This design comes from an exercise in tuning for small area, a short achievable clock period and few clock cycles per item on the open sky130 flow, not from production work.
RTL that was checked went through simulation tests only; none was proved equivalent to the original.
For runs 3 to 8, only the layout was checked, not whether the RTL still works.
Power is estimated from default activity; no workload was simulated.

$ cat design.v
`timescale 1ns / 1ps
`default_nettype none
package plid_pkg;
  localparam int CAPACITY = 16;
  localparam int DATA_W   = 32;
  localparam int POS_W    = 5;
  localparam int OCNT_W   = 5;
  localparam int SLOT_W   = $clog2(CAPACITY);
  localparam int CNT_W    = $clog2(CAPACITY + 1);
  localparam logic [1:0] CMD_APPEND = 2'd0;
  localparam logic [1:0] CMD_INSERT = 2'd1;
  localparam logic [1:0] CMD_DELETE = 2'd2;
  localparam logic [1:0] CMD_DUMP   = 2'd3;
  localparam logic [1:0] STAT_OK    = 2'd0;
  localparam logic [1:0] STAT_FULL  = 2'd1;
  localparam logic [1:0] STAT_RANGE = 2'd2;
  typedef struct packed {
    logic [1:0]               cmd;
    logic signed [DATA_W-1:0] elem_value;
    logic [POS_W-1:0]         position;
  } plid_in_t;
  typedef struct packed {
    logic [1:0]               status;
    logic signed [DATA_W-1:0] elem_out;
    logic [OCNT_W-1:0]        count_now;
    logic                     last;
  } plid_out_t;
endpackage
`default_nettype wire
`timescale 1ns / 1ps
`default_nettype none
module plid_cell (
  input  wire logic                               clk,
  input  wire logic                               we,
  input  wire logic signed [plid_pkg::DATA_W-1:0] wdata,
  output logic signed [plid_pkg::DATA_W-1:0]      q
);
  logic signed [plid_pkg::DATA_W-1:0] val_r;
  always_ff @(posedge clk) begin
    if (we) val_r <= wdata;
  end
  assign q = val_r;
endmodule
`default_nettype wire
`timescale 1ns / 1ps
`default_nettype none
module positional_list_insert_delete_unit (
  input  wire logic               clk,
  input  wire logic               rst_n,
  input  wire logic               in_valid,
  output logic                    in_ready,
  input  wire logic [38:0]        in_data,
  output logic                    out_valid,
  input  wire logic               out_ready,
  output logic [39:0]             out_data
);
  localparam int N  = plid_pkg::CAPACITY;
  localparam int SW = plid_pkg::SLOT_W;
  localparam int CW = plid_pkg::CNT_W;
  localparam int OW = plid_pkg::OCNT_W;
  localparam int PW = plid_pkg::POS_W;
  plid_pkg::plid_in_t in_pkt;
  assign in_pkt = in_data;
  logic [CW-1:0]                      cnt_r, cnt_nxt;
  logic [N-1:0]                       cth_r, cth_nxt;  
  logic [SW-1:0]                      ptr_r [N];
  logic signed [plid_pkg::DATA_W-1:0] mem_q [N];
  logic                               rdy_r;      
  logic                               dmp_r;      
  logic [N-1:0]                       nx_oh_r;    
  logic [N-1:0]                       rs_oh_r;    
  logic                               lst_r;      
  logic                               sk_v_r;     
  logic [1:0]                         sk_st_r;
  logic [OW-1:0]                      sk_cnt_r;
  logic                               out_valid_r;
  plid_pkg::plid_out_t                out_r;
  logic                slot_free, acc, full, empty, one;
  logic                is_app, is_ins, is_del, is_dmp, dmp_elems;
  logic                ins_ok, del_ok, pos_le_cnt, pos_lt_cnt;
  logic                ins_do, del_do;
  logic [N-1:0]        ins_gt, ins_eq, del_ge, cnt_eq;
  logic [1:0]          stat;
  logic [SW-1:0]       del_slot, head_nxt, nx_slot;
  logic signed [plid_pkg::DATA_W-1:0] rd_val;
  logic                emit, load_sk, nx_lst;
  logic                dmp_nxt, sk_v_nxt;
  always_comb begin
    slot_free  = !out_valid_r || out_ready;
    acc        = in_valid && rdy_r;
    full       = cth_r[N-1];
    empty      = !cth_r[0];
    one        = cth_r[0] && !cth_r[1];
    for (int i = 0; i < N; i++) begin
      cnt_eq[i] = (i == 0) ? !cth_r[0] : (cth_r[i-1] && !cth_r[i]);
    end
    is_app     = in_pkt.cmd == plid_pkg::CMD_APPEND;
    is_ins     = in_pkt.cmd == plid_pkg::CMD_INSERT;
    is_del     = in_pkt.cmd == plid_pkg::CMD_DELETE;
    is_dmp     = in_pkt.cmd == plid_pkg::CMD_DUMP;
    pos_lt_cnt = !in_pkt.position[PW-1] && cth_r[in_pkt.position[SW-1:0]];
    pos_le_cnt = (in_pkt.position == '0) ||
                 (!(in_pkt.position[PW-1] && in_pkt.position[SW-1:0] != '0) &&
                  cth_r[SW'(in_pkt.position - 1'b1)]);
    ins_ok     = acc && !full && (is_app || (is_ins && pos_le_cnt));
    del_ok     = acc && is_del && pos_lt_cnt;
    ins_do     = acc && !full && (is_app || is_ins);
    del_do     = acc && is_del;
    for (int i = 0; i < N; i++) begin
      if (is_app) begin
        ins_gt[i] = (i == 0) ? 1'b0 : !cth_r[i-1];
        ins_eq[i] = cnt_eq[i];
      end else begin
        ins_gt[i] = PW'(i) > in_pkt.position;
        ins_eq[i] = PW'(i) == in_pkt.position;
      end
      del_ge[i] = PW'(i) >= in_pkt.position;
    end
    del_slot   = ptr_r[in_pkt.position[SW-1:0]];
    stat = plid_pkg::STAT_OK;
    if (is_app || is_ins) begin
      if (full) stat = plid_pkg::STAT_FULL;
      else if (!is_app && !pos_le_cnt) stat = plid_pkg::STAT_RANGE;
    end else if (is_del) begin
      if (!pos_lt_cnt) stat = plid_pkg::STAT_RANGE;
    end else begin
      if (empty) stat = plid_pkg::STAT_RANGE;
    end
    cnt_nxt = ins_ok ? cnt_r + 1'b1 : del_ok ? cnt_r - 1'b1 : cnt_r;
    cth_nxt = ins_ok ? {cth_r[N-2:0], 1'b1} : del_ok ? {1'b0, cth_r[N-1:1]} : cth_r;
    dmp_elems = is_dmp && !empty;
    rd_val    = '0;
    for (int i = 0; i < N; i++) rd_val |= {plid_pkg::DATA_W{rs_oh_r[i]}} & mem_q[i];
    head_nxt  = ptr_r[0];
    if (ins_do && ins_eq[0]) head_nxt = ptr_r[N-1];
    else if (del_do && del_ge[0]) head_nxt = ptr_r[1];
    nx_slot   = '0;
    nx_lst    = 1'b0;
    for (int i = 0; i < N; i++) begin
      nx_slot |= {SW{nx_oh_r[i]}} & ptr_r[i];
      nx_lst  |= nx_oh_r[i] && cnt_eq[(i + 1) % N] && i != N - 1;
    end
    nx_lst   |= nx_oh_r[N-1] && full;
    emit      = slot_free && dmp_r;
    load_sk   = !slot_free && acc && !dmp_elems;
    sk_v_nxt  = (sk_v_r && !slot_free) || load_sk;
    dmp_nxt   = (dmp_r && !(emit && lst_r)) ||
                (acc && dmp_elems && (!slot_free || !one));
  end
  always_ff @(posedge clk) begin
    if (!rst_n) begin
      cnt_r       <= '0;
      cth_r       <= '0;
      dmp_r       <= 1'b0;
      sk_v_r      <= 1'b0;
      rdy_r       <= 1'b1;
      out_valid_r <= 1'b0;
    end else begin
      cnt_r       <= cnt_nxt;
      cth_r       <= cth_nxt;
      dmp_r       <= dmp_nxt;
      sk_v_r      <= sk_v_nxt;
      rdy_r       <= !dmp_nxt && !sk_v_nxt;
      out_valid_r <= !slot_free || sk_v_r || dmp_r || acc;
    end
  end
  always_ff @(posedge clk) begin
    if (load_sk) begin
      sk_st_r  <= stat;
      sk_cnt_r <= OW'(cnt_nxt);
    end
  end
  always_ff @(posedge clk) begin
    if (slot_free) begin
      if (sk_v_r) begin
        out_r.status    <= sk_st_r;
        out_r.elem_out  <= '0;
        out_r.count_now <= sk_cnt_r;
        out_r.last      <= 1'b1;
      end else if (dmp_r) begin
        out_r.status    <= plid_pkg::STAT_OK;
        out_r.elem_out  <= rd_val;
        out_r.count_now <= OW'(cnt_r);
        out_r.last      <= lst_r;
      end else if (acc) begin
        out_r.status    <= stat;
        out_r.elem_out  <= dmp_elems ? rd_val : '0;
        out_r.count_now <= OW'(cnt_nxt);
        out_r.last      <= !dmp_elems || one;
      end
    end
  end
  always_ff @(posedge clk) begin
    if (emit) begin
      nx_oh_r <= nx_oh_r << 1;
      lst_r   <= nx_lst;
    end else if (acc) begin
      nx_oh_r <= slot_free ? N'(4) : N'(2);
      lst_r   <= slot_free ? cnt_eq[2] : one;
    end
  end
  always_ff @(posedge clk) begin
    if (!rst_n) begin
      rs_oh_r <= N'(1);
    end else if (emit) begin
      rs_oh_r <= lst_r ? N'(1) << ptr_r[0] : N'(1) << nx_slot;
    end else if (acc) begin
      if (dmp_elems) begin
        if (slot_free && !one) rs_oh_r <= N'(1) << ptr_r[1];
      end else begin
        rs_oh_r <= N'(1) << head_nxt;
      end
    end
  end
  always_ff @(posedge clk) begin
    for (int i = 0; i < N; i++) begin
      if (!rst_n) begin
        ptr_r[i] <= SW'(i);
      end else if (ins_do) begin
        if (ins_gt[i]) ptr_r[i] <= ptr_r[(i + N - 1) % N];
        else if (ins_eq[i]) ptr_r[i] <= ptr_r[N-1];
      end else if (del_do) begin
        if (del_ge[i]) ptr_r[i] <= (i == N - 1) ? del_slot : ptr_r[(i + 1) % N];
      end
    end
  end
  for (genvar g = 0; g < N; g++) begin : g_slot
    plid_cell u_cell (
      .clk   (clk),
      .we    (!full && ptr_r[N-1] == SW'(g)),
      .wdata (in_pkt.elem_value),
      .q     (mem_q[g])
    );
  end
  assign in_ready  = rdy_r;
  assign out_valid = out_valid_r;
  assign out_data  = out_r;
endmodule
`default_nettype wire
$ cat run.sh
#!/bin/bash
# synth_recipe.tcl (not shown) runs the flow's synth.tcl, then flattens the netlist and writes it again
# the make line also repeats each setting of config.mk as NAME=value (left out here)
make -C /OpenROAD-flow-scripts/flow DESIGN_CONFIG=/design/flow/config.mk WORK_HOME=/design/flow/orfs CLKGATE_MAP_FILE= SYNTH_SCRIPT=/design/flow/synth_recipe.tcl finish
$ cat constraint.sdc
create_clock -name core_clock -period 4.2 [get_ports {clk}]
set_input_delay 0.8400 -clock core_clock [delete_from_list [all_inputs] [get_ports {clk}]]
set_output_delay 0.8400 -clock core_clock [all_outputs]
set_load 0.01 [all_outputs]
$ cat config.mk
export PLATFORM = sky130hd
export DESIGN_NAME = positional_list_insert_delete_unit
export DESIGN_NICKNAME = positional_list_insert_delete_unit
export VERILOG_FILES = /design/flow/design.v
export SDC_FILE = /design/flow/constraint.sdc
export NUM_CORES = 4
export LEC_CHECK = 0
export CAP_MARGIN = 20
export CORE_MARGIN = 2
export CORE_UTILIZATION = 40
export SETUP_SLACK_MARGIN = 2.2
export SLEW_MARGIN = 20
==> results.txt, run 1 <==
* I/O pin cnt at 85
* Drt via density at 6.22
* Crit path from: in_data[0]
* Min-delay src: cnt_r[4]
* Longest Clk Path Bufs at 3
* Nets at 2275
* Status: no timing/DRC/antenna violations
* Largest net degree at the start of global routing at 50
* DRC at 0
* Worst-Skew Late Latency at 0.61 ns
* CTS Sinks at 680
* Crit-path max FO at 8
* Final Hold Viols at 0
* Post-synthesis cell count at 1997
* Worst R2R Start: cth_r[4]
* Setup Viol. Count Final at 0
* Final worst setup slack at 1.67 ns
* CP Launch Type: primary input
* Count of buffers from port buffering at 84
* Root Buffer: clkbuf_16
* Main synth FF type: edfxtp_1
* Post-Place Setup Slack at 0.395 ns
* Die width at 270 microns
* Worst Max-Slew Pin Slew at 0.840 ns
* Slew HR at 44.0%
* DR iter-0 viols at 2216
* H-tree levels at 3
* Vias in the first global route at 19400
* WP data arrival at 3.01 ns
* Post-Route WL at 92.2 mm
* Worst hold path type: reg2reg
* Kind of end point of the critical path: flip-flop
* Register area share after synthesis at 68.6%
* Total track usage at 24.5%
* Cell area power density at 428 mW/mm^2
* Initial DRT Pass Iterations at 8
* Cell area after synthesis at 0.0282 sq mm
* Die ar. at 0.0728 sq mm
* Vias at 20000
* Placer Congestion at 0.944
* Antenna violations before repair at 5
* VDD IR-drop max at 0.280 mV
* Commonest non-fill, non-tap cell in the layout: edfxtp_1
* Filler cells at 5814
* WP data required at 4.68 ns
* TritonCTS buffer count at 70
* Max-Cap Viols at 0
* Post-layout min period at 2.53 ns
* Final Max Tran Viols at 0
* Reg clk slew, reported paths at 0.06 ns
* Non-Filler Instances at 3219
* Period utilisation layout at 60.2%
* #FFs+latches synth at 680
* Most frequent cells in the layout: edfxtp_1, buf_4, a22o_1
* RSZ-0062 raised after global routing: true
* Die Y at 270 microns
* Critical setup path kind: in2reg
* Core area at 0.0700 sq mm
* Final HPWL DP at 50.5 mm
* Synth area leaders: edfxtp_1, dfxtp_1, a22o_1
* Hold_buf cts at 0
* Synth Net Count at 2047
* Pleak at 0.0120 uW
* Power Total at 15200 uW
* Post-synth EDFFs at 575
* Post-route clock skew at 0.0163 ns
* Yosys warns at 5
* Inst Count DP at 2926
* Total grt overflow at 0
* Max Fclk at 395 MHz
* Synthesis-to-layout area growth at 25.6%
* Area leader, netlist: edfxtp_1
* Post-synth cell types at 92
* Post-route antenna net violation count at 0
* Share of flip-flops with an asynchronous set or reset at 0%
* Share of cells above drive strength 1 at 29.2%
* # rows at 97
* First-pass GRT wire length at 132 mm
* TNS Setup at 0 ns
* WL per Instance at 28.6 microns
* CTS tree: done
* Top-area cell type share of the netlist area at 61.1%
* Mapped Avg Cell Area at 14.1 sq um
* Initial Util at 40.3%
* Hold slack at 0.550 ns
## worst max-delay path: stages
cell and delay [ns]:
buf_12 0.11, buf_8 0.12, or4_4 0.52, and4_1 0.21, a31oi_1 0.16, a31o_2 0.25
a21oi_4 0.08, buf_12 0.15, buf_6 0.12, a2111o_1 0.36, nand3_1 0.07
## routing by layer
layer	track usage (%)	vias to the layer above	share of wire [%]
met1	33.5	10200	41
li1	-	8558	-
met2	39.3	1030	47
met4	8.83	4	3.4
met5	0	-	0.022
met3	4.43	230	8.8
## timing repair
action                                  in CTS  in global routing
endpoints found under the setup margin     759                243
cloned                                       3                  4
buffers inserted                            82                 78
pin swaps                                   65                114
gates resized for setup                    365                171
endpoints found under the hold margin        0                  0
## through the flow
stage | util, % | instance area, sq um
after global placement | 43.9 | 30800
final | 50.7 | 35500
after floorplan | - | 29100
after detailed placement | 43.9 | 30800
after CTS | 48.7 | 34100
after global routing | 50.7 | 35500
## where the power goes
| group | total, uW | internal (uW) | switching, uW | leakage [uW] |
|---|---|---|---|---|
| combinational | 1350 | 569 | 782 | 0.00470 |
| clock | 6050 | 3440 | 2610 | 0.00110 |
| sequential | 7780 | 7540 | 242 | 0.00615 |
## final timing paths
kind	end	slack, ns	cells past startpoint
worst max-delay path	out_r[5]	1.67	11
worst min-delay path	cnt_r[4]	0.55	2
worst max register to register	out_r[5]	1.69	9
worst min register to register	cnt_r[4]	0.55	2
## synthesized netlist by cell type, types with 7 or more instances
library cell	n
a211oi_1	27
nor3_1	21
a222oi_1	8
nand4_1	9
nor2b_1	7
and3_1	52
o211ai_1	10
a22oi_1	102
a211o_1	34
buf_1	9
a311oi_2	8
nand3_1	27
clkbuf_1	123
a31oi_1	44
edfxtp_1	575
mux4_2	8
nand2_1	119
buf_2	15
dfxtp_1	105
nor2_1	121
a311oi_1	7
mux2i_1	76
o21ai_0	44
a221oi_1	104
a22o_1	112
inv_1	17
a21oi_1	61
ha_1	7
## flip-flops by register name (all words and copies together) (netlist names), 2 cells and up
name	cells
cth_r	16
out_r	40
nx_oh_r	15
rs_oh_r	16
ptr_r	64
sk_st_r	2
cnt_r	5
g_slot.u_cell.val_r	512
sk_cnt_r	5
## layout make-up
| type | count | area (sq um) | area share [%] |
|---|---|---|---|
| multi-input combinational | 1144 | 9550 | 26.9 |
| inverter | 19 | 92.6 | 0.261 |
| tap | 940 | 1180 | 3.31 |
| clock inverter | 31 | 268 | 0.754 |
| clock buffer | 93 | 1960 | 5.53 |
| timing repair buffer | 310 | 2980 | 8.39 |
| sequential | 680 | 19500 | 54.8 |
| antenna | 2 | 5.00 | 0.0141 |
## kinds of logic (layout without fill, tap and decap cells)
| family | Yosys count | after routing | share of synthesized area [%] |
|---|---|---|---|
| other | 0 | 2 | 0 |
| xor gates and xnor gates | 5 | 5 | 0.182 |
| DFF | 680 | 680 | 68.6 |
| buffers and inverters | 176 | 453 | 2.62 |
| and+or+nand+nor | 406 | 407 | 7.02 |
| adders and majority gates | 7 | 7 | 0.310 |
| muxes | 90 | 90 | 3.57 |
| AOI/OAI and AO/OA | 633 | 635 | 17.7 |
Testbench counts, summed over its fixed seeds: cycles 5,036, items 3,200.
==> run 2, diff against run 1 <==
--- a/config.mk
+++ b/config.mk
@@ -10,2 +10,3 @@
 export CORE_UTILIZATION = 40
+export CTS_BUF_LIST = sky130_fd_sc_hd__clkbuf_4 sky130_fd_sc_hd__clkbuf_8
 export SETUP_SLACK_MARGIN = 2.2
==> results.txt, run 2 <==
* Initial DRT Pass Iterations at 6
* CP Launch Type: primary input
* Synth area leaders: edfxtp_1, dfxtp_1, a22o_1
* Placer Congestion at 0.944
* TritonCTS buffer count at 105
* Cell area power density at 412 mW/mm^2
* Hold_buf cts at 0
* Initial Util at 40.3%
* Longest Clk Path Bufs at 3
* Cell area after synthesis at 0.0282 sq mm
* CTS Sinks at 680
* Crit-path max FO at 7
* Area leader, netlist: edfxtp_1
* Post-route clock skew at 0.0392 ns
* Period utilisation layout at 59.0%
* WP data arrival at 2.93 ns
* Synthesis-to-layout area growth at 26.4%
* Nets at 2335
* Post-synth cell types at 92
* Final worst setup slack at 1.72 ns
* Design area at 0.0357 sq mm
* Die Y at 270 microns
* Drt via density at 6.15
* WL per Instance at 28.2 microns
* Slew HR at 41.5%
* Worst-Skew Late Latency at 0.73 ns
* Largest registers: g_slot.u_cell.val_r x512, ptr_r x64, out_r x40
* H-tree levels at 3
* Count of buffers from port buffering at 84
* Post-layout min period at 2.48 ns
* WP data required at 4.66 ns
* Delay-heaviest family, CP: simple AND/OR/NAND/NOR gates
* Worst hold path type: reg2reg
* Kind of end point of the critical path: flip-flop
* Status: no timing/DRC/antenna violations
* Hold endpoint: cnt_r[4]
* Yosys warns at 5
* Largest net degree at the start of global routing at 50
* Inst Count DP at 2926
* Critical setup path kind: in2reg
* Final HPWL DP at 50.5 mm
* TNS Setup at 0 ns
* Max-Cap Viols at 0
* Post-route antenna net violation count at 0
* Commonest non-fill, non-tap cell in the layout: edfxtp_1
* Commonest cells in the netlist: edfxtp_1, clkbuf_1, nor2_1
* RSZ-0062 raised after global routing: true
* Die ar. at 0.0728 sq mm
* Final Hold Viols at 0
* Post-synthesis cell count at 1997
* Vias in the first global route at 19900
* Most common cell in the netlist: edfxtp_1
* Worst hold path depth at 2
* Final Max Tran Viols at 0
* Synth Net Count at 2047
* Area of the multi-input gates at 0.00961 sq mm
* Top-area cell type share of the netlist area at 61.1%
* Register area share after synthesis at 68.6%
* Post-Route WL at 93.5 mm
* Vias at 20400
* Core area at 0.0700 sq mm
* Total track usage at 24.8%
* First-pass GRT wire length at 134 mm
* Worst Max-Slew Pin Slew at 0.877 ns
* DR iter-0 viols at 2072
* Worst R2R Start: cth_r[0]
* Most frequent cells in the layout: edfxtp_1, buf_4, clkbuf_8
* CP peak stage delay at 0.56 ns
* Biggest register: g_slot.u_cell.val_r
* Worst path cell trace: buf_12 -> buf_8 -> or4_4 -> and4_1 -> a31oi_4 -> a31o_4 -> a21oi_4 -> buf_12 -> buf_6 -> buf_6 -> nor4_4 -> nor4_2
* Post-Place Setup Slack at 0.395 ns
* #FFs+latches synth at 680
* Main synth FF type: edfxtp_1
* DRC at 0
* Max Fclk at 404 MHz
* Total grt overflow at 0
* Worst Reg-to-Reg Cells at 10
* Setup Viol. Count Final at 0
* Reg clk slew, reported paths at 0.06 ns
* Worst r2r dst: out_r[1]
* Share of flip-flops with an asynchronous set or reset at 0%
* Worst path bufs/invs at 5
* Min-delay src: cnt_r[4]
* CTS tree: done
* Mapped Avg Cell Area at 14.1 sq um
* Share of cells above drive strength 1 at 31.9%
* Post-Place Cell Area at 0.0308 sq mm
* Pleak at 0.0121 uW
* VDD IR-drop max at 0.230 mV
* # rows at 97
* Post-synth EDFFs at 575
* Largest register FFs at 512
* I/O pin cnt at 85
* Root Buffer: clkbuf_8
* Filler cells at 5852
* R2r setup slk at 1.75 ns
* Die width at 270 microns
* Antenna violations before repair at 5
* FF+latch area at 0.0195 sq mm
* Crit-path slowest cell: or4_4
* Non-Filler Instances at 3313
run 2: cell count changes in the layout (fill, tap and decap cells not counted), moves of 5 or more:
cell	change
clkbuf_16	-72
dfxtp_2	-13
buf_6	+9
clkinv_1	+15
clkbuf_4	+33
clkbuf_1	-14
buf_8	-5
dfxtp_4	+13
buf_4	+17
clkbuf_8	+111
run 2: power by group:
group          total (uW)  internal [uW]  switching (uW)
clock                5560           2930            2630
sequential           7770           7530             237
combinational        1390            589             799
total               14700          11100            3670
run 2: what timing repair did:
item / 4_1_cts / 5_1_grt
endpoints found under the setup margin: 747 / 179
resized for setup: 458 / 100
buffers inserted: 119 / 66
gates cloned: 4 / 3
pin swaps: 116 / 95
run 2: final cells by class:
type,instances,share of cell area [%]
antenna,2,0.0140
multi-input combinational,1144,26.9
inverter,19,0.249
sequential,680,54.6
timing repair buffer,335,8.96
clock buffer,150,5.20
tap,940,3.29
clock inverter,43,0.760
run 2: cell families after synthesis:
kind of cell               after synthesis  share of synthesized area, %
AOI/OAI and AO/OA                      633                          17.7
muxes                                   90                          3.57
xor gates and xnor gates                 5                         0.182
and+or+nand+nor                        406                          7.02
adders and majority gates                7                         0.310
DFF                                    680                          68.6
buffers and inverters                  176                          2.62
run 2: worst max-delay path by stage:
stage / startpoint / end / cells past startpoint
floorplan: in_data[0] / out_r[1] / 11
global placement: in_data[0] / out_r[3] / 10
detailed placement: in_data[0] / out_r[3] / 10
CTS: in_data[0] / out_r[1] / 12
global route: in_data[0] / out_r[1] / 12
finish: in_data[0] / out_r[1] / 12
run 2: metal layers:
layer  wire, microns  global-route usage [%]
met3            8050                    5.16
met4            3440                    9.37
met1           38300                    33.6
met5              26                       0
met2           43600                    39.3
run 2: worst reg2reg max path: stages (launching register included):
cell and delay, ns:
dfxtp_4 0.39, mux4_2 0.50, and4_1 0.24, a31oi_4 0.18, a31o_4 0.22, a21oi_4 0.07
buf_12 0.15, buf_6 0.12, buf_6 0.12, nor4_4 0.14, nor4_2 0.06
run 2: metrics by stage:
| step | total power [uW] | hold WS, ns | utilization, % |
|---|---|---|---|
| 2_1_floorplan | 8490 | 0.467 | - |
| 3_3_place_gp | 8970 | 0.497 | 43.9 |
| 3_5_place_dp | 9000 | 0.512 | 43.9 |
| 4_1_cts | 14700 | 0.522 | 49.5 |
| 5_1_grt | 15200 | 0.548 | 51.0 |
| 6_report | 14700 | 0.522 | 51.0 |
==> run 3, diff against run 2 <==
--- a/design.v
+++ b/design.v
@@ -82,4 +82,8 @@
   logic [N-1:0]        ins_gt, ins_eq, del_ge, cnt_eq;
+  logic [N:0]          cge;
+  logic [CW-1:0]       cnt_inc, cnt_dec;
+  logic [N-1:0]        cth_inc, cth_dec;
+  logic [N-1:0]        oh_ptr0, oh_ptr1, oh_top, oh_nx;
   logic [1:0]          stat;
-  logic [SW-1:0]       del_slot, head_nxt, nx_slot;
+  logic [SW-1:0]       del_slot, nx_slot;
   logic signed [plid_pkg::DATA_W-1:0] rd_val;
@@ -100,6 +104,6 @@
     is_dmp     = in_pkt.cmd == plid_pkg::CMD_DUMP;
+    cge        = {cth_r, 1'b1};
     pos_lt_cnt = !in_pkt.position[PW-1] && cth_r[in_pkt.position[SW-1:0]];
-    pos_le_cnt = (in_pkt.position == '0) ||
-                 (!(in_pkt.position[PW-1] && in_pkt.position[SW-1:0] != '0) &&
-                  cth_r[SW'(in_pkt.position - 1'b1)]);
+    pos_le_cnt = in_pkt.position[PW-1] ? (in_pkt.position[SW-1:0] == '0 && full)
+                                       : cge[in_pkt.position[SW-1:0]];
     ins_ok     = acc && !full && (is_app || (is_ins && pos_le_cnt));
@@ -128,4 +132,16 @@
     end
-    cnt_nxt = ins_ok ? cnt_r + 1'b1 : del_ok ? cnt_r - 1'b1 : cnt_r;
-    cth_nxt = ins_ok ? {cth_r[N-2:0], 1'b1} : del_ok ? {1'b0, cth_r[N-1:1]} : cth_r;
+    cnt_inc = cnt_r + 1'b1;
+    cnt_dec = cnt_r - 1'b1;
+    cth_inc = {cth_r[N-2:0], 1'b1};
+    cth_dec = {1'b0, cth_r[N-1:1]};
+    cnt_nxt = cnt_r;
+    cth_nxt = cth_r;
+    if (acc && !full && (is_app || (is_ins && pos_le_cnt))) begin
+      cnt_nxt = cnt_inc;
+      cth_nxt = cth_inc;
+    end
+    if (acc && is_del && pos_lt_cnt) begin
+      cnt_nxt = cnt_dec;
+      cth_nxt = cth_dec;
+    end
     dmp_elems = is_dmp && !empty;
@@ -133,5 +149,5 @@
     for (int i = 0; i < N; i++) rd_val |= {plid_pkg::DATA_W{rs_oh_r[i]}} & mem_q[i];
-    head_nxt  = ptr_r[0];
-    if (ins_do && ins_eq[0]) head_nxt = ptr_r[N-1];
-    else if (del_do && del_ge[0]) head_nxt = ptr_r[1];
+    oh_ptr0   = N'(1) << ptr_r[0];
+    oh_ptr1   = N'(1) << ptr_r[1];
+    oh_top    = N'(1) << ptr_r[N-1];
     nx_slot   = '0;
@@ -205,8 +221,10 @@
     end else if (emit) begin
-      rs_oh_r <= lst_r ? N'(1) << ptr_r[0] : N'(1) << nx_slot;
+      rs_oh_r <= lst_r ? oh_ptr0 : N'(1) << nx_slot;
     end else if (acc) begin
       if (dmp_elems) begin
-        if (slot_free && !one) rs_oh_r <= N'(1) << ptr_r[1];
-      end else begin
-        rs_oh_r <= N'(1) << head_nxt;
+        if (slot_free && !one) rs_oh_r <= oh_ptr1;
+      end else if (ins_do && ins_eq[0]) begin
+        rs_oh_r <= oh_top;
+      end else if (del_do && del_ge[0]) begin
+        rs_oh_r <= oh_ptr1;
       end
@@ -229,3 +247,3 @@
       .clk   (clk),
-      .we    (!full && ptr_r[N-1] == SW'(g)),
+      .we    (!full && oh_top[g]),
       .wdata (in_pkt.elem_value),
==> results.txt, run 3 <==
* Post-route clock skew at 0.0541 ns
* Largest net degree at the start of global routing at 56
* Longest Clk Path Bufs at 3
* TNS Setup at 0 ns
* Most frequent cells in the layout: edfxtp_1, buf_4, nand2_1
* Synth area leaders: edfxtp_1, dfxtp_1, mux2i_1
* Post-layout min period at 2.48 ns
* DR iter-0 viols at 2672
* Post-synth EDFFs at 575
* Mapped Avg Cell Area at 13.6 sq um
* H-tree levels at 3
* CP Launch Type: flip-flop
* Filler cells at 5916
* Delay-heaviest family, CP: simple AND/OR/NAND/NOR gates
* Die ar. at 0.0730 sq mm
* Nets at 2427
* Setup Viol. Count Final at 0
* Share of cells above drive strength 1 at 31.9%
* CTS Sinks at 680
* Pleak at 0.0126 uW
* Crit-path max FO at 3
* Max-Cap Viols at 0
* WP data required at 4.82 ns
* DR WL met3 at 9.31 mm
* Cell area after synthesis at 0.0284 sq mm
* Count of buffers from port buffering at 84
* Root Buffer: clkbuf_8
* Vias in the first global route at 20800
* WL per Instance at 28.6 microns
* Period utilisation layout at 59.1%
* DRC at 0
* Core area at 0.0701 sq mm
* Biggest register: g_slot.u_cell.val_r
* Non-Filler Instances at 3409
* Die Y at 270 microns
* Final Max Tran Viols at 0
* Met1 wire length at 40.0 mm
* Commonest non-fill, non-tap cell in the layout: edfxtp_1
* Commonest cells in the netlist: edfxtp_1, clkbuf_1, nand2_1
* Die width at 270 microns
* Total track usage at 25.9%
* Most common cell in the netlist: edfxtp_1
* Register area share after synthesis at 68.3%
* Top layer in use: met5
* Largest registers: g_slot.u_cell.val_r x512, ptr_r x64, out_r x40
* Initial DRT Pass Iterations at 6
* Compound-cell area share of the yosys netlist at 17.5%
* Routed met2 length at 46.1 mm
* Post-Place Setup Slack at 0.197 ns
* Post-Synth Adder-Cell Area at 0.0883%
* Post-synth cell types at 85
* Final Hold Viols at 0
* Post-route antenna net violation count at 0
* Post-synthesis cell count at 2079
* Worst hold path type: reg2reg
* VDD IR-drop max at 0.254 mV
* Worst path cell trace: a22oi_1 -> nand4_1 -> or4_4 -> o211a_1 -> or3b_1 -> a21oi_1
* Slew HR at 22.2%
* Reg clk slew, reported paths at 0.06 ns
* Main synth FF type: edfxtp_1
* Final worst setup slack at 1.72 ns
* TritonCTS buffer count at 106
* RSZ-0062 raised after global routing: true
* Final HPWL DP at 52.5 mm
* Simple-Gate Fraction of Synth Area at 7.38%
* Placer Congestion at 0.913
* I/O pin cnt at 85
* Area leader, netlist: edfxtp_1
* Post-Synth XOR/XNOR Area at 0.0927%
* Cell area power density at 400 mW/mm^2
* Max Fclk at 403 MHz
* Worst-Skew Late Latency at 0.75 ns
* Vias at 21300
* Drt via density at 6.23
* Post-Route WL at 97.6 mm
* CTS tree: done
* Yosys warns at 5
* Total grt overflow at 0
* First-pass GRT wire length at 141 mm
* Inst Count DP at 3001
* Worst path bufs/invs at 0
* Largest family of logic cells by synthesized area: compound AO/OA/AOI/OAI gates
* Synthesis-to-layout area growth at 27.7%
* WP data arrival at 3.10 ns
* Hold_buf cts at 0
* #FFs+latches synth at 680
* Synth Net Count at 2124
* Top-area cell type share of the netlist area at 60.9%
* # rows at 97
* Kind of end point of the critical path: flip-flop
* Worst Max-Slew Pin Slew at 1.17 ns
* Mux share of post-synthesis cell area at 3.93%
* CP peak stage delay at 0.58 ns
* Largest register FFs at 512
* Initial Util at 40.4%
* Share of flip-flops with an asynchronous set or reset at 0%
* Critical setup path kind: reg2reg
* Antenna violations before repair at 4
* Final Util at 51.6%
* Status: no timing/DRC/antenna violations
* Crit-path slowest cell: or4_4
-- run 3: changes by cell type in the layout (fill, tap and decap cells not counted), sizes merged, moves of 14 or more --
cell    change
a211o      -16
mux2i      +20
o311ai     +14
a21oi      +25
o21ai      +34
buf        +15
-- run 3: per-layer routing --
metal / vias up / GRT usage, %
met2: 1206 / 41.9
met4: 2 / 6.76
met1: 10900 / 35.6
li1: 8983 / -
met3: 207 / 5.52
met5: - / 0
-- run 3: worst register-to-register path, delay by kind of cell, from the launching register on --
family / cells / cell delay [ns]
flops: 1 / 0.53
compound gates: 3 / 0.68
simple gates: 3 / 1.18
-- run 3: kinds of logic after synthesis --
group / Yosys count
adders and majority gates: 2
DFF: 680
muxes: 105
buffers and inverters: 187
xor gates and xnor gates: 3
and+or+nand+nor: 438
AOI/OAI and AO/OA: 664
-- run 3: path summary, 6_finish.rpt --
path / startpoint / end / slack, ns / cells after the start
min reg2reg: cnt_r[4] / cnt_r[4] / 0.55 / 2
max reg2reg: nx_oh_r[8] / rs_oh_r[14] / 1.72 / 6
min: cnt_r[4] / cnt_r[4] / 0.55 / 2
max: nx_oh_r[8] / rs_oh_r[14] / 1.72 / 6
-- run 3: where the power goes --
group	switching [uW]	leakage (uW)	total [uW]	internal, uW
Sequential	165	0.00616	7680	7510
Clock	2670	0.00113	5590	2920
Combinational	721	0.00527	1200	479
Total	3560	0.0126	14500	10900
-- run 3: area by class of cell --
class / instances / area, sq um / share of cell area [%]
sequential: 680 / 19500 / 53.8
tap: 940 / 1180 / 3.25
timing repair buffer: 357 / 3650 / 10.1
clock buffer: 140 / 1740 / 4.80
multi-input combinational: 1215 / 9680 / 26.7
inverter: 22 / 92.6 / 0.256
clock inverter: 53 / 379 / 1.05
antenna: 2 / 5.00 / 0.0138
-- run 3: timing repair --
action	in CTS	in global routing
setup endpoints to repair	718	192
buffers inserted	130	68
cloned	13	2
resized for setup	456	138
pin swaps	73	88
-- run 3: metrics by stage --
step                      hold WS, ns  power (uW)  instance area [sq um]
after global routing            0.587       14900                  36200
after detailed placement        0.528        8740                  30900
after CTS                       0.542       14400                  35000
after global placement          0.505        8720                  30900
after floorplan                 0.467        8310                  29300
final                           0.547       14500                  36200
==> run 4, diff against run 3 <==
--- a/config.mk
+++ b/config.mk
@@ -11,3 +11,3 @@
 export CTS_BUF_LIST = sky130_fd_sc_hd__clkbuf_4 sky130_fd_sc_hd__clkbuf_8
-export SETUP_SLACK_MARGIN = 2.2
+export SETUP_SLACK_MARGIN = 1.9
 export SLEW_MARGIN = 20
==> results.txt, run 4 <==
* Post-Place Setup Slack at 0.373 ns
* Min-delay src: cnt_r[4]
* Placer Congestion at 0.920
* Count of buffers from port buffering at 84
* Hold_buf cts at 0
* Top layer in use: met5
* Nets at 2303
* Total track usage at 24.7%
* Top-area cell type share of the netlist area at 60.9%
* Worst Max-Slew Pin Slew at 1.25 ns
* Main synth FF type: edfxtp_1
* Die Y at 270 microns
* Status: no timing/DRC/antenna violations
* Period utilisation layout at 61.4%
* Synth Net Count at 2124
* Most frequent cells in the layout: edfxtp_1, nand2_1, clkbuf_8
* Die ar. at 0.0730 sq mm
* Most common cell in the netlist: edfxtp_1
* Final Hold Viols at 0
* Post-route clock skew at 0.0533 ns
* Mapped Avg Cell Area at 13.6 sq um
* Cell area power density at 416 mW/mm^2
* Critical setup path kind: reg2reg
* Slew HR at 16.4%
* Initial Util at 40.4%
* DR WL met3 at 8.15 mm
* Synthesis-to-layout area growth at 21.0%
* RSZ-0062 raised after global routing: true
* Final HPWL DP at 51.8 mm
* TritonCTS buffer count at 111
* DRC at 0
* # rows at 97
* Final worst setup slack at 1.62 ns
* TNS Setup at 0 ns
* WP data arrival at 3.24 ns
* FF+latch area at 0.0194 sq mm
* Commonest non-fill, non-tap cell in the layout: edfxtp_1
* Met1 wire length at 38.2 mm
* Register area share after synthesis at 68.3%
* Post-synth cell types at 85
* Post-route antenna net violation count at 0
* Yosys warns at 5
* Initial DRT Pass Iterations at 5
* Max-Cap Viols at 0
* Die width at 270 microns
* Share of flip-flops with an asynchronous set or reset at 0%
* Inst Count DP at 3007
* WP data required at 4.86 ns
* Power Total at 14300 uW
* Area of the multi-input gates at 0.00919 sq mm
* First-pass GRT wire length at 134 mm
* Biggest register: g_slot.u_cell.val_r
* VDD IR-drop max at 0.257 mV
* Post-synthesis cell count at 2079
* Filler cells at 6122
* CP Launch Type: flip-flop
* Final Util at 48.9%
* Core area at 0.0701 sq mm
* CTS Sinks at 680
* Largest register FFs at 512
* Post-synth EDFFs at 575
* Setup Viol. Count Final at 0
* Root Buffer: clkbuf_8
* Post-Route WL at 92.7 mm
* Routed met2 length at 43.9 mm
* Worst hold path type: reg2reg
* DR iter-0 viols at 2304
* Crit-path max FO at 6
* Pleak at 0.0116 uW
* Commonest cells in the netlist: edfxtp_1, clkbuf_1, nand2_1
* I/O pin cnt at 85
* #FFs+latches synth at 680
* Drt via density at 6.23
* Largest registers: g_slot.u_cell.val_r x512, ptr_r x64, out_r x40
* Cell area after synthesis at 0.0284 sq mm
* Share of cells above drive strength 1 at 23.0%
* Final Max Tran Viols at 0
* Non-Filler Instances at 3274
* Largest net degree at the start of global routing at 74
* Synth area leaders: edfxtp_1, dfxtp_1, mux2i_1
* Antenna violations before repair at 5
* CTS tree: done
* Longest Clk Path Bufs at 3
* Vias in the first global route at 19900
* Max Fclk at 388 MHz
* Worst-Skew Late Latency at 0.75 ns
* Vias at 20400
* Post-layout min period at 2.58 ns
* Total grt overflow at 0
* Area leader, netlist: edfxtp_1
* WL per Instance at 28.3 microns
* Crit path from: nx_oh_r[12]
* Reg clk slew, reported paths at 0.07 ns
* Kind of end point of the critical path: flip-flop
* Worst R2R Start: nx_oh_r[12]
* H-tree levels at 3
[run 4: changes by cell type in the layout (fill, tap and decap cells not counted), sizes merged]
| cell | change |
|---|---|
| bufbuf | -5 |
| clkdlybuf4s15 | +20 |
| buf | -167 |
| clkbuf | +7 |
| clkinvlp | -1 |
| dlygate4sd2 | +23 |
| bufinv | -2 |
| inv | +1 |
| diode | -1 |
| clkinv | -10 |
[run 4: timing repair]
item	in CTS	in global routing
setup buffers	44	26
hold endpoints to repair	0	0
resized for setup	184	116
pin swaps	18	39
gates cloned	4	4
setup endpoints to repair	589	157
[run 4: cell families (layout without fill, tap and decap cells)]
logic type	after synthesis	after routing	share of synthesized area (%)
buffers and inverters	187	438	2.71
DFF	680	680	68.3
adders and majority gates	2	2	0.0882
muxes	105	105	3.93
and+or+nand+nor	438	439	7.38
AOI/OAI and AO/OA	664	666	17.5
other	0	1	0
xor gates and xnor gates	3	3	0.0927
[run 4: through the flow]
stage | cell area (sq um) | hold WS (ns)
floorplan | 29000 | 0.467
global placement | 30800 | 0.513
detailed placement | 30800 | 0.526
CTS | 33600 | 0.538
global route | 34300 | 0.576
finish | 34300 | 0.538
[run 4: cell type report]
| type | instances | share of cell area [%] |
|---|---|---|
| tap | 940 | 3.43 |
| sequential | 680 | 56.7 |
| timing repair buffer | 228 | 6.71 |
| multi-input combinational | 1215 | 26.8 |
| clock inverter | 41 | 0.876 |
| clock buffer | 147 | 5.28 |
| inverter | 22 | 0.244 |
| antenna | 1 | 0.00730 |
[run 4: metal layers]
metal	up-vias	track usage, %
li1	8727	-
met1	10400	33.6
met2	1046	39.2
met3	193	5.42
met4	8	8.45
met5	-	0
[run 4: final timing paths]
check	to	slack (ns)	cells past startpoint
min reg2reg	cnt_r[4]	0.54	2
min	cnt_r[4]	0.54	2
max reg2reg	rs_oh_r[14]	1.62	8
max	rs_oh_r[14]	1.62	8
[run 4: power by group]
| group | leakage, uW | internal, uW | total (uW) | switching, uW |
|---|---|---|---|---|
| Clock | 0.00112 | 2890 | 5580 | 2690 |
| Sequential | 0.00615 | 7520 | 7670 | 148 |
| Combinational | 0.00435 | 351 | 1000 | 652 |
| Total | 0.0116 | 10800 | 14300 | 3490 |
[run 4: critical path, stage by stage (launching register included)]
cell and delay (ns):
edfxtp_1 0.62, a22oi_1 0.23, nand2_1 0.24, nor3_4 0.09
buf_4 0.14, or4_4 0.43, o211a_1 0.23, or3b_1 0.37
a21oi_2 0.13
==> run 5, diff against run 4 <==
--- a/config.mk
+++ b/config.mk
@@ -11,3 +11,3 @@
 export CTS_BUF_LIST = sky130_fd_sc_hd__clkbuf_4 sky130_fd_sc_hd__clkbuf_8
-export SETUP_SLACK_MARGIN = 1.9
+export SETUP_SLACK_MARGIN = 2.5
 export SLEW_MARGIN = 20
==> results.txt, run 5 <==
* Status: no timing/DRC/antenna violations
* H-tree levels at 3
* Post-Route WL at 104 mm
* Biggest register: g_slot.u_cell.val_r
* Seq pwr share at 53.0%
* Commonest non-fill, non-tap cell in the layout: edfxtp_1
* Commonest cells in the netlist: edfxtp_1, clkbuf_1, nand2_1
* Longest Clk Path Bufs at 3
* Final HPWL DP at 52.8 mm
* Main synth FF type: edfxtp_1
* #FFs+latches synth at 680
* Worst R2R Start: nx_oh_r[7]
* Worst Max-Slew Pin Slew at 1.10 ns
* Synth Net Count at 2124
* Share of flip-flops with an asynchronous set or reset at 0%
* Final Hold Viols at 0
* Root Buffer: clkbuf_8
* Count of buffers from port buffering at 84
* Largest net degree at the start of global routing at 73
* Worst hold path depth at 3
* Post-synthesis cell count at 2079
* Initial Util at 40.4%
* Hold_buf cts at 0
* RSZ-0062 raised after global routing: true
* Total track usage at 26.6%
* Mapped Avg Cell Area at 13.6 sq um
* WL per Instance at 30.0 microns
* Post-synth cell types at 85
* Worst hold path type: in2reg
* Period utilisation layout at 60.1%
* Worst r2r dst: rs_oh_r[14]
* Hold endpoint: out_valid_r
* Initial DRT Pass Iterations at 6
* DR iter-0 viols at 2457
* Die Y at 270 microns
* Post-route antenna net violation count at 0
* I/O pin cnt at 85
* Sw Ratio at 24.6%
* Pleak at 0.0130 uW
* Worst Reg-to-Reg Cells at 6
* # rows at 97
* Yosys warns at 5
* Core area at 0.0701 sq mm
* Synth area leaders: edfxtp_1, dfxtp_1, mux2i_1
* VDD IR-drop max at 0.246 mV
* Most common cell in the netlist: edfxtp_1
* Filler cells at 5770
* Post-layout min period at 2.52 ns
* Critical setup path kind: reg2reg
* DRC at 0
* Comb pwr share at 9.0%
* Vias in the first global route at 20700
* Die width at 270 microns
* Share of cells above drive strength 1 at 32.1%
* Register area share after synthesis at 68.3%
* Min-delay src: in_valid
* Kind of end point of the critical path: flip-flop
* Setup Viol. Count Final at 0
* Nets at 2474
* Inst Count DP at 3006
* Largest register FFs at 512
* Cell area power density at 387 mW/mm^2
* Reg clk slew, reported paths at 0.06 ns
* Non-Filler Instances at 3455
* Post-route clock skew at 0.0476 ns
* First-pass GRT wire length at 143 mm
* Final Max Tran Viols at 0
* Area leader, netlist: edfxtp_1
* Power Total at 14500 uW
* R2r setup slk at 1.68 ns
* Vias at 21600
* Max-Cap Viols at 0
* Total grt overflow at 0
* WP data arrival at 3.18 ns
* CP Launch Type: flip-flop
* Cell area after synthesis at 0.0284 sq mm
* Drt via density at 6.25
* Cell Int Power at 10900 uW
* Max Fclk at 396 MHz
* Antenna violations before repair at 5
* Net Switching at 3560 uW
* Slew HR at 26.7%
* Top-area cell type share of the netlist area at 60.9%
* Crit-path max FO at 6
* Most frequent cells in the layout: edfxtp_1, buf_4, nand2_1
* Placer Congestion at 0.929
* Die ar. at 0.0730 sq mm
* CTS tree: done
* Synthesis-to-layout area growth at 32.1%
* TNS Setup at 0 ns
* Worst-Skew Late Latency at 0.75 ns
* Post-synth EDFFs at 575
* CTS Sinks at 680
* Clock Power Share at 38.0%
* WP data required at 4.86 ns
* Largest registers: g_slot.u_cell.val_r x512, ptr_r x64, out_r x40
* TritonCTS buffer count at 106
-- run 5: cell counts after synthesis --
No cell type changed its count.
-- run 5: timing repair --
action | CTS | global route
gates cloned | 34 | 15
setup buffers | 157 | 49
pin swaps | 102 | 82
gates resized for setup | 539 | 116
endpoints found under the setup margin | 740 | 712
-- run 5: cell type report --
| type | instances | area [sq um] | share of cell area, % |
|---|---|---|---|
| Clock inverter | 39 | 248 | 0.661 |
| Sequential cell | 680 | 19500 | 52.0 |
| Tap cell | 940 | 1180 | 3.14 |
| Clock buffer | 152 | 1830 | 4.88 |
| Antenna cell | 3 | 7.51 | 0.0200 |
| Multi-Input combinational cell | 1217 | 9620 | 25.7 |
| Inverter | 22 | 92.6 | 0.247 |
| Timing Repair Buffer | 402 | 4990 | 13.3 |
-- run 5: cell families (layout without fill, tap and decap cells) --
| kind of cell | Yosys count | count (layout) | share of synthesized area [%] |
|---|---|---|---|
| DFF | 680 | 680 | 68.3 |
| and+or+nand+nor | 438 | 442 | 7.38 |
| AOI/OAI and AO/OA | 664 | 665 | 17.5 |
| adders and majority gates | 2 | 2 | 0.0882 |
| xor gates and xnor gates | 3 | 3 | 0.0927 |
| muxes | 105 | 105 | 3.93 |
| other | 0 | 3 | 0 |
| buffers and inverters | 187 | 615 | 2.71 |
-- run 5: power groups by stage --
stage	Clock (uW)	Combinational, uW	Sequential (uW)
after floorplan	0	566	7750
after global placement	0	881	7830
after detailed placement	0	896	7840
after CTS	5570	1150	7670
after global routing	5870	1360	7680
final	5510	1310	7680
-- run 5: critical path, stage by stage, from the launching register on --
cell      delay [ns]
edfxtp_1        0.57
a22oi_1         0.37
nand3_1         0.24
or4_4           0.54
o211a_1         0.24
or3b_1          0.36
a21oi_2         0.12
-- run 5: through the flow --
stage                     util (%)  hold WS [ns]  setup WS [ns]  instance area [sq um]
final                         53.4         0.465           1.68                  37500
after global routing          53.4         0.465           1.65                  37400
after CTS                     51.6         0.530           1.75                  36200
after detailed placement      44.1         0.515          0.343                  30900
after global placement        44.1         0.520          0.449                  30900
after floorplan                  -         0.467           1.53                  29300
-- run 5: routing by layer --
layer | GRT usage, % | wire, microns | vias to the layer above
met2 | 44.1 | 49100 | 1310
met5 | 0 | 37 | -
met3 | 4.96 | 9860 | 291
met4 | 9.26 | 4200 | 6
met1 | 35.1 | 40500 | 10900
li1 | - | - | 9119
-- run 5: how the worst max path moves through the flow --
stage	endpoint	from	slack [ns]	depth (start not counted)
CTS	rs_oh_r[14]	nx_oh_r[1]	1.75	6
global placement	rs_oh_r[1]	in_data[1]	0.45	9
detailed placement	cth_r[11]	in_data[0]	0.34	10
floorplan	out_r[4]	in_data[0]	1.53	8
finish	rs_oh_r[14]	nx_oh_r[7]	1.68	6
global route	rs_oh_r[11]	nx_oh_r[9]	1.65	9
==> run 6, diff against run 5 <==
--- a/config.mk
+++ b/config.mk
@@ -11,3 +11,3 @@
 export CTS_BUF_LIST = sky130_fd_sc_hd__clkbuf_4 sky130_fd_sc_hd__clkbuf_8
-export SETUP_SLACK_MARGIN = 2.5
+export SETUP_SLACK_MARGIN = 1.6
 export SLEW_MARGIN = 20
==> results.txt, run 6 <==
* Count of buffers from port buffering at 84
* Area leader, netlist: edfxtp_1
* Mapped Avg Cell Area at 13.6 sq um
* Largest register FFs at 512
* DRC at 0
* Longest Clk Path Bufs at 3
* Top-area cell type share of the netlist area at 60.9%
* RSZ-0062 raised after global routing: true
* Placer Congestion at 0.974
* Share of flip-flops with an asynchronous set or reset at 0%
* Synth area leaders: edfxtp_1, dfxtp_1, mux2i_1
* Most frequent cells in the layout: edfxtp_1, nand2_1, clkbuf_8
* Register area share after synthesis at 68.3%
* Die width at 270 microns
* Initial Util at 40.4%
* Share of cells above drive strength 1 at 16.8%
* Worst setup path end: rs_oh_r[14]
* Worst-Skew Late Latency at 0.73 ns
* Crit path from: ptr_r[15][2]
* Area of the multi-input gates at 0.00864 sq mm
* Synth Net Count at 2124
* # rows at 97
* I/O pin cnt at 85
* Root Buffer: clkbuf_8
* WP data arrival at 3.25 ns
* Most common cell in the netlist: edfxtp_1
* Final HPWL DP at 52.2 mm
* CP Launch Type: flip-flop
* R2r setup slk at 1.58 ns
* VDD IR-drop max at 0.256 mV
* Final Util at 47.3%
* Post-synth cell types at 85
* Post-Route WL at 89.8 mm
* Commonest cells in the netlist: edfxtp_1, clkbuf_1, nand2_1
* Die ar. at 0.0730 sq mm
* Post-synth EDFFs at 575
* Max-Cap Viols at 0
* Drt via density at 6.19
* Synthesis-to-layout area growth at 17.2%
* Status: no timing/DRC/antenna violations
* TritonCTS buffer count at 109
* Critical setup path kind: reg2reg
* Yosys warns at 5
* Pleak at 0.0111 uW
* Cell area after synthesis at 0.0284 sq mm
* CTS tree: done
* Largest net degree at the start of global routing at 54
* Crit-path max FO at 15
* Die Y at 270 microns
* Hold slack at 0.531 ns
* First-pass GRT wire length at 132 mm
* Core area at 0.0701 sq mm
* Cell area power density at 430 mW/mm^2
* TNS Setup at 0 ns
* Filler cells at 6183
* #FFs+latches synth at 680
* Vias at 20000
* Worst r2r dst: rs_oh_r[14]
* Worst hold path type: reg2reg
* Total track usage at 24.1%
* Vias in the first global route at 19400
* FF+latch area at 0.0194 sq mm
* Antenna violations before repair at 3
* Post-route antenna net violation count at 0
* Reg clk slew, reported paths at 0.06 ns
* Worst R2R Start: ptr_r[15][2]
* Total grt overflow at 0
* Final Max Tran Viols at 0
* Main synth FF type: edfxtp_1
* WL per Instance at 27.8 microns
* Largest registers: g_slot.u_cell.val_r x512, ptr_r x64, out_r x40
* Commonest non-fill, non-tap cell in the layout: edfxtp_1
* Nets at 2251
* Period utilisation layout at 62.3%
* Power Total at 14300 uW
* Setup Viol. Count Final at 0
* Post-synthesis cell count at 2079
* Biggest register: g_slot.u_cell.val_r
* Max Fclk at 382 MHz
* Worst Reg-to-Reg Cells at 8
* WP data required at 4.83 ns
* Post-layout min period at 2.62 ns
* Final Hold Viols at 0
* CTS Sinks at 680
* Slew HR at 27.3%
* Kind of end point of the critical path: flip-flop
* Initial DRT Pass Iterations at 7
* DR iter-0 viols at 2233
* Worst Max-Slew Pin Slew at 1.09 ns
* Post-route clock skew at 0.0436 ns
* H-tree levels at 3
-- run 6: metrics by stage --
step / cells / cell area, sq um / setup WS [ns]
after floorplan: 2079 / 28600 / 1.27
after global placement: 3013 / 30700 / 0.424
after detailed placement: 3013 / 30700 / 0.351
after CTS: 3221 / 33000 / 1.49
after global routing: 3235 / 33200 / 1.49
final: 3236 / 33200 / 1.58
-- run 6: kinds of logic (layout without fill, tap and decap cells) --
| logic type | count (synthesis) | count (layout) | synth area share [%] |
|---|---|---|---|
| AOI/OAI and AO/OA | 664 | 664 | 17.5 |
| DFF | 680 | 680 | 68.3 |
| muxes | 105 | 105 | 3.93 |
| and+or+nand+nor | 438 | 440 | 7.38 |
| other | 0 | 2 | 0 |
| buffers and inverters | 187 | 400 | 2.71 |
| xor gates and xnor gates | 3 | 3 | 0.0927 |
| adders and majority gates | 2 | 2 | 0.0882 |
-- run 6: routing by layer --
layer / vias up / GRT usage, % / share of wire [%]
met4: 4 / 7.18 / 2.6
met5: - / 0 / 0.035
met1: 10200 / 34.4 / 43
li1: 8629 / - / -
met3: 178 / 3.99 / 8.4
met2: 1041 / 38.0 / 46
-- run 6: critical path, stage by stage, from the launching register on --
cell and delay [ns]:
dfxtp_1 0.74, buf_4 0.30, a22oi_1 0.09, nand4_1 0.20, nor2_2 0.10, or2_2 0.34, o211a_1 0.24, or3b_1 0.35
a21oi_1 0.14
-- run 6: where the power goes --
part / internal [uW] / switching, uW
clock network: 2990 / 2680
logic: 324 / 594
registers: 7530 / 163
total: 10800 / 3440
-- run 6: worst min path at each step --
stage,startpoint,endpoint,slack [ns],cells past startpoint
CTS,ptr_r[10][2],ptr_r[10][2],0.54,2
floorplan,ptr_r[2][3],ptr_r[2][3],0.47,2
global placement,sk_cnt_r[1],out_r[2],0.51,2
finish,sk_cnt_r[1],out_r[2],0.53,2
global route,ptr_r[2][0],ptr_r[2][0],0.56,2
detailed placement,sk_cnt_r[1],out_r[2],0.52,2
-- run 6: cell type report --
class,instances,area share (%)
inverter,22,0.249
antenna,2,0.0151
clock buffer,148,5.51
tap,940,3.54
timing repair buffer,179,5.20
clock inverter,51,1.07
sequential,680,58.4
multi-input combinational,1214,26.0
-- run 6: what timing repair did --
item                                    CTS  global route
resized for setup                        28            35
hold buffers                              0             0
cloned                                    1             1
setup buffers                             8            12
endpoints found under the setup margin  485           105
hold endpoints to repair                  0             0
pin swaps                                 3             8
==> run 7, diff against run 6 <==
--- a/config.mk
+++ b/config.mk
@@ -11,3 +11,5 @@
 export CTS_BUF_LIST = sky130_fd_sc_hd__clkbuf_4 sky130_fd_sc_hd__clkbuf_8
-export SETUP_SLACK_MARGIN = 1.6
+export CTS_CLUSTER_DIAMETER = 60
+export CTS_CLUSTER_SIZE = 16
+export SETUP_SLACK_MARGIN = 1.9
 export SLEW_MARGIN = 20
==> results.txt, run 7 <==
* Critical setup path kind: reg2reg
* Synth area leaders: edfxtp_1, dfxtp_1, mux2i_1
* Cell area after synthesis at 0.0284 sq mm
* First-pass GRT wire length at 132 mm
* Crit path from: ptr_r[15][0]
* TNS Setup at 0 ns
* Drt via density at 6.30
* Nets at 2256
* Post-route clock skew at 0.0542 ns
* WL per Instance at 28.8 microns
* Post-synthesis cell count at 2079
* I/O pin cnt at 85
* CTS tree: done
* Die ar. at 0.0730 sq mm
* Post-synth EDFFs at 575
* Worst hold path type: reg2reg
* Mapped Avg Cell Area at 13.6 sq um
* RSZ-0062 raised after global routing: true
* Synth Net Count at 2124
* Hold_buf cts at 0
* Max-Cap Viols at 0
* CTS Sinks at 680
* Most common cell in the netlist: edfxtp_1
* Core area at 0.0701 sq mm
* Cell area power density at 378 mW/mm^2
* Total grt overflow at 0
* Commonest cells in the netlist: edfxtp_1, clkbuf_1, nand2_1
* WP data required at 4.85 ns
* Worst R2R Start: ptr_r[15][0]
* Register area share after synthesis at 68.3%
* Min-delay src: ptr_r[6][3]
* Final Max Tran Viols at 0
* Longest Clk Path Bufs at 3
* Total track usage at 24.4%
* Final HPWL DP at 51.8 mm
* #FFs+latches synth at 680
* CP Launch Type: flip-flop
* Area leader, netlist: edfxtp_1
* DRC at 0
* Reg clk slew, reported paths at 0.11 ns
* Biggest register: g_slot.u_cell.val_r
* # rows at 97
* Root Buffer: clkbuf_8
* Share of cells above drive strength 1 at 19.9%
* Placer Congestion at 0.920
* Crit-path max FO at 21
* TritonCTS buffer count at 55
* Final Hold Viols at 0
* Setup Viol. Count Final at 0
* Post-layout min period at 2.53 ns
* Post-route antenna net violation count at 0
* Max Fclk at 396 MHz
* Worst Max-Slew Pin Slew at 1.13 ns
* Most frequent cells in the layout: edfxtp_1, nand2_1, buf_4
* H-tree levels at 2
* Share of flip-flops with an asynchronous set or reset at 0%
* Status: no timing/DRC/antenna violations
* Largest net degree at the start of global routing at 73
* Inst Count DP at 3007
* Kind of end point of the critical path: flip-flop
* Commonest non-fill, non-tap cell in the layout: edfxtp_1
* Vias in the first global route at 19200
* Count of buffers from port buffering at 84
* Top-area cell type share of the netlist area at 60.9%
* VDD IR-drop max at 0.255 mV
* Initial DRT Pass Iterations at 6
* Post-synth cell types at 85
* Largest register FFs at 512
* Post-Route WL at 91.7 mm
* Synthesis-to-layout area growth at 16.9%
* Main synth FF type: edfxtp_1
* Die Y at 270 microns
* Worst-Skew Late Latency at 0.75 ns
* Pleak at 0.0111 uW
* Non-Filler Instances at 3182
* Slew HR at 24.8%
* Vias at 20000
* Antenna violations before repair at 6
* Initial Util at 40.4%
* DR iter-0 viols at 2557
* Yosys warns at 5
* Period utilisation layout at 60.2%
* Die width at 270 microns
* Largest registers: g_slot.u_cell.val_r x512, ptr_r x64, out_r x40
* WP data arrival at 3.18 ns
## run 7: cells by family after synthesis
group,after synthesis,synth area share [%]
buffers and inverters,187,2.71
multiplexers,105,3.93
flip-flops,680,68.3
adder cells (fa/ha/maj),2,0.0882
AO/OA/AOI/OAI,664,17.5
AND/OR/NAND/NOR,438,7.38
XOR/XNOR,3,0.0927
## run 7: stage by stage
step | instance area, sq um | total power [uW] | util, % | hold slack [ns] | setup WS, ns
3_3_place_gp | 30800 | 8700 | 43.9 | 0.513 | 0.481
2_1_floorplan | 29000 | 8280 | - | 0.467 | 1.44
4_1_cts | 32600 | 12600 | 46.5 | 0.554 | 1.73
3_5_place_dp | 30800 | 8720 | 44.0 | 0.526 | 0.373
5_1_grt | 33100 | 12900 | 47.2 | 0.581 | 1.66
6_report | 33100 | 12500 | 47.2 | 0.553 | 1.67
## run 7: power breakdown
| part | switching, uW | leakage [uW] | total, uW | internal [uW] |
|---|---|---|---|---|
| clock | 2320 | 0.000572 | 3900 | 1580 |
| combinational | 644 | 0.00434 | 985 | 341 |
| sequential | 150 | 0.00615 | 7650 | 7500 |
| total | 3110 | 0.0111 | 12500 | 9430 |
## run 7: final cells by class
type                            count  area (sq um)
Inverter                           22          86.3
Tap cell                          940          1180
Clock inverter                     20           277
Sequential cell                   680         19500
Multi-Input combinational cell   1213          9040
Antenna cell                        1          2.50
Fill cell                        6240         37000
Clock buffer                       67           847
Timing Repair Buffer              239          2250
## run 7: what timing repair did
action	4_1_cts	5_1_grt
cloned	1	1
resized for setup	177	82
pin swaps	19	35
setup endpoints to repair	547	98
buffers inserted	48	37
## run 7: worst paths after layout
check	endpoint	slack, ns	depth (start not counted)
worst max-delay path	rs_oh_r[14]	1.67	6
worst min-delay path	ptr_r[6][3]	0.55	2
worst max register to register	rs_oh_r[14]	1.67	6
worst min register to register	ptr_r[6][3]	0.55	2
## run 7: critical path, stage by stage, from the launching register on
cell and delay, ns:
dfxtp_2 0.49, a222oi_1 0.45, nand3_1 0.24, or4_4 0.57, o211a_1 0.23, or3b_1 0.37, a21oi_2 0.13
## run 7: layer usage
metal  vias up  GRT usage (%)  routed length [microns]
met4        10           6.83                     2590
met2      1020           39.0                    42500
met3       177           4.48                     7920
li1       8596              -                        -
met1     10200           34.2                    38600
met5         -              0                       66
==> run 8, diff against run 7 <==
--- a/config.mk
+++ b/config.mk
@@ -10,5 +10,5 @@
 export CORE_UTILIZATION = 40
-export CTS_BUF_LIST = sky130_fd_sc_hd__clkbuf_4 sky130_fd_sc_hd__clkbuf_8
-export CTS_CLUSTER_DIAMETER = 60
-export CTS_CLUSTER_SIZE = 16
+export CTS_BUF_LIST = sky130_fd_sc_hd__clkbuf_8 sky130_fd_sc_hd__clkbuf_16
+export CTS_CLUSTER_DIAMETER = 80
+export CTS_CLUSTER_SIZE = 20
 export SETUP_SLACK_MARGIN = 1.9
==> results.txt, run 8 <==
* Status: no timing/DRC/antenna violations
* Vias in the first global route at 19000
* TritonCTS buffer count at 43
* RSZ-0062 raised after global routing: true
* Nets at 2217
* Post-synth cell types at 85
* Initial DRT Pass Iterations at 8
* Antenna violations before repair at 4
* Design area at 0.0330 sq mm
* Cell area power density at 388 mW/mm^2
* Worst setup path end: rs_oh_r[14]
* Final Util at 47.1%
* VDD IR-drop max at 0.313 mV
* Net Switching at 3080 uW
* Final Max Tran Viols at 0
* TNS Setup at 0 ns
* Total grt overflow at 0
* Cell Int Power at 9740 uW
* Die width at 270 microns
* Core area at 0.0701 sq mm
* WP data required at 4.74 ns
* Crit-path slowest cell: or4_4
* CTS tree: done
* Main synth FF type: edfxtp_1
* CP peak stage delay at 0.55 ns
* Sw Ratio at 24.0%
* Max Fclk at 392 MHz
* WL per Instance at 29.1 microns
* Cell area after synthesis at 0.0284 sq mm
* Filler cells at 6239
* Synth Net Count at 2124
* Pleak at 0.0110 uW
* Drt via density at 6.32
* Register area share after synthesis at 68.3%
* Post-route antenna net violation count at 0
* Final HPWL DP at 51.8 mm
* Hold_buf cts at 0
* H-tree levels at 2
* Non-Filler Instances at 3125
* Placer Congestion at 0.920
* Most frequent cells in the layout: edfxtp_1, nand2_1, nor2_1
* Slew HR at 21.2%
* I/O pin cnt at 85
* Count of buffers from port buffering at 84
* Most common cell in the netlist: edfxtp_1
* Largest net degree at the start of global routing at 73
* CP Launch Type: flip-flop
* Comb pwr share at 7.6%
* Share of cells above drive strength 1 at 17.3%
* Setup Viol. Count Final at 0
* Worst R2R Start: nx_oh_r[8]
* Max-Cap Viols at 0
* Clock Power Share at 32.7%
* DRC at 0
* Total track usage at 24.3%
* Post-Route WL at 90.9 mm
* Post-synthesis cell count at 2079
* Post-synth EDFFs at 575
* Critical setup path kind: reg2reg
* Synth area leaders: edfxtp_1, dfxtp_1, mux2i_1
* Crit-path max FO at 3
* Post-layout min period at 2.55 ns
* Die Y at 270 microns
* Yosys warns at 5
* Kind of end point of the critical path: flip-flop
* Worst Max-Slew Pin Slew at 1.18 ns
* Largest register FFs at 512
* Longest Clk Path Bufs at 3
* Worst hold path type: reg2reg
* DR iter-0 viols at 2367
* Hold slack at 0.538 ns
* Reg clk slew, reported paths at 0.08 ns
* Root Buffer: clkbuf_16
* Area leader, netlist: edfxtp_1
* Stages on worst setup path at 7
* Initial Util at 40.4%
* # diodes at 0
* Worst r2r dst: rs_oh_r[14]
* Worst Reg-to-Reg Cells at 7
* Mapped Avg Cell Area at 13.6 sq um
* Largest registers: g_slot.u_cell.val_r x512, ptr_r x64, out_r x40
* Biggest register: g_slot.u_cell.val_r
* Inst Count DP at 3007
* Commonest non-fill, non-tap cell in the layout: edfxtp_1
* Synthesis-to-layout area growth at 16.5%
* Final Hold Viols at 0
* Post-route clock skew at 0.0316 ns
* Seq pwr share at 59.7%
* Vias at 19700
* Post-Place Cell Area at 0.0308 sq mm
* Top-area cell type share of the netlist area at 60.9%
* First-pass GRT wire length at 131 mm
* Crit path from: nx_oh_r[8]
* Commonest cells in the netlist: edfxtp_1, clkbuf_1, nand2_1
* WP data arrival at 3.09 ns
* # rows at 97
* Worst-Skew Late Latency at 0.62 ns
* Die ar. at 0.0730 sq mm
* Period utilisation layout at 60.8%
* CTS Sinks at 680
* #FFs+latches synth at 680
* Share of flip-flops with an asynchronous set or reset at 0%
* Worst path bufs/invs at 1
* Delay-heaviest family, CP: simple AND/OR/NAND/NOR gates
* Worst path cell trace: buf_4 -> a22oi_1 -> nand4_1 -> or4_4 -> o211a_1 -> or3b_1 -> a21oi_2
* R2r setup slk at 1.65 ns
[run 8: cells by family after synthesis]
family | count (synthesis) | share of synthesized area [%]
AND/OR/NAND/NOR | 438 | 7.38
buffers and inverters | 187 | 2.71
flip-flops | 680 | 68.3
multiplexers | 105 | 3.93
AO/OA/AOI/OAI | 664 | 17.5
XOR/XNOR | 3 | 0.0927
adder cells (fa/ha/maj) | 2 | 0.0882
[run 8: worst register-to-register path, cell delays in order, from the launching register on]
cell	delay, ns
edfxtp_1	0.45
buf_4	0.19
a22oi_1	0.30
nand4_1	0.27
or4_4	0.55
o211a_1	0.23
or3b_1	0.37
a21oi_2	0.13
[run 8: final cells by class]
class	instances	area, sq um	area share [%]
multi-input cells	1213	9020	27.3
well taps	940	1180	3.56
clock buffers	43	1080	3.26
flip-flops and latches	680	19500	58.9
clock inverters	15	161	0.489
repair buffers	212	2040	6.19
inverters	22	86.3	0.261
[run 8: metal layers]
layer | track usage, % | share of wire [%] | vias up
met4 | 6.34 | 2.6 | 8
met2 | 38.8 | 46 | 938
met5 | 0 | 0.056 | -
met1 | 34.3 | 42 | 10100
met3 | 4.20 | 8.5 | 168
li1 | - | - | 8488
[run 8: power by group through the flow]
stage / Sequential (uW) / Clock, uW / Combinational, uW
5_1_grt: 7670 / 4480 / 1040
4_1_cts: 7650 / 4270 / 946
3_5_place_dp: 7820 / 0 / 907
3_3_place_gp: 7810 / 0 / 891
2_1_floorplan: 7750 / 0 / 537
6_report: 7650 / 4190 / 981
[run 8: worst min-delay path by stage]
stage           startpoint          end  slack, ns  cells past startpoint
2_1_floorplan  ptr_r[2][3]  ptr_r[2][3]       0.47                      2
3_3_place_gp      cnt_r[4]     cnt_r[4]       0.51                      2
3_5_place_dp   sk_cnt_r[1]     out_r[2]       0.53                      2
4_1_cts           cnt_r[4]     cnt_r[4]       0.54                      2
5_1_grt        ptr_r[2][0]  ptr_r[2][0]       0.58                      2
6_report          cnt_r[4]     cnt_r[4]       0.54                      2
[run 8: metrics by stage]
step | setup WS [ns] | power [uW]
floorplan | 1.44 | 8280
global placement | 0.481 | 8700
detailed placement | 0.373 | 8720
CTS | 1.71 | 12900
global route | 1.61 | 13200
finish | 1.65 | 12800
[run 8: what timing repair did]
| item | in CTS | in global routing |
|---|---|---|
| endpoints found under the setup margin | 603 | 157 |
| setup buffers | 45 | 13 |
| cloned | 2 | 0 |
| endpoints found under the hold margin | 0 | 0 |
| pin swaps | 19 | 22 |
| gates resized for setup | 164 | 69 |

-- separate check: timing with driven ports --
The flow's constraints put no driver on any port. The routed layouts listed below were extracted and timed again, unchanged, in two steps.
Step 1 sets driving cells, clkbuf_16 on the clock port and buf_2 on the other inputs (assumed; they add their load-dependent delay and slew).
Step 2 adds t to the input delays and takes it off the output delays; t is the mean of the earliest and latest rising clock arrival at the registers after step 1. Input paths then give back, and output paths get back, about the clock's delay inside the block.
a / b / c = ideal ports / drivers / drivers and shift; a / b = the first two.
run | shift t [ns] | setup slack, ns | worst hold slack (ns) | worst slew at a driven data input, ns
run 1 | 0.667 | 1.670 / 1.664 / 0.997 | 0.550 / 0.550 / 0.550 | 0.09
run 2 | 0.775 | 1.724 / 1.742 / 0.967 | 0.522 / 0.522 / 0.522 | 0.09
run 3 | 0.784 | 1.719 / 1.719 / 1.145 | 0.547 / 0.547 / 0.547 | 0.09
run 4 | 0.794 | 1.621 / 1.621 / 0.955 | 0.538 / 0.538 / 0.538 | 0.12
run 5 | 0.792 | 1.676 / 1.676 / 1.098 | 0.465 / 0.426 / 0.530 | 0.11
run 6 | 0.786 | 1.582 / 1.582 / 0.890 | 0.531 / 0.531 / 0.531 | 0.13
run 7 | 0.782 | 1.673 / 1.673 / 1.070 | 0.553 / 0.553 / 0.553 | 0.12
run 8 | 0.673 | 1.648 / 1.648 / 1.238 | 0.538 / 0.538 / 0.538 | 0.13
After both steps every run listed still meets setup and hold. For run 2, which loses most, drivers alone change the setup slack by +0.018 ns; drivers and shift together by -0.757 ns.
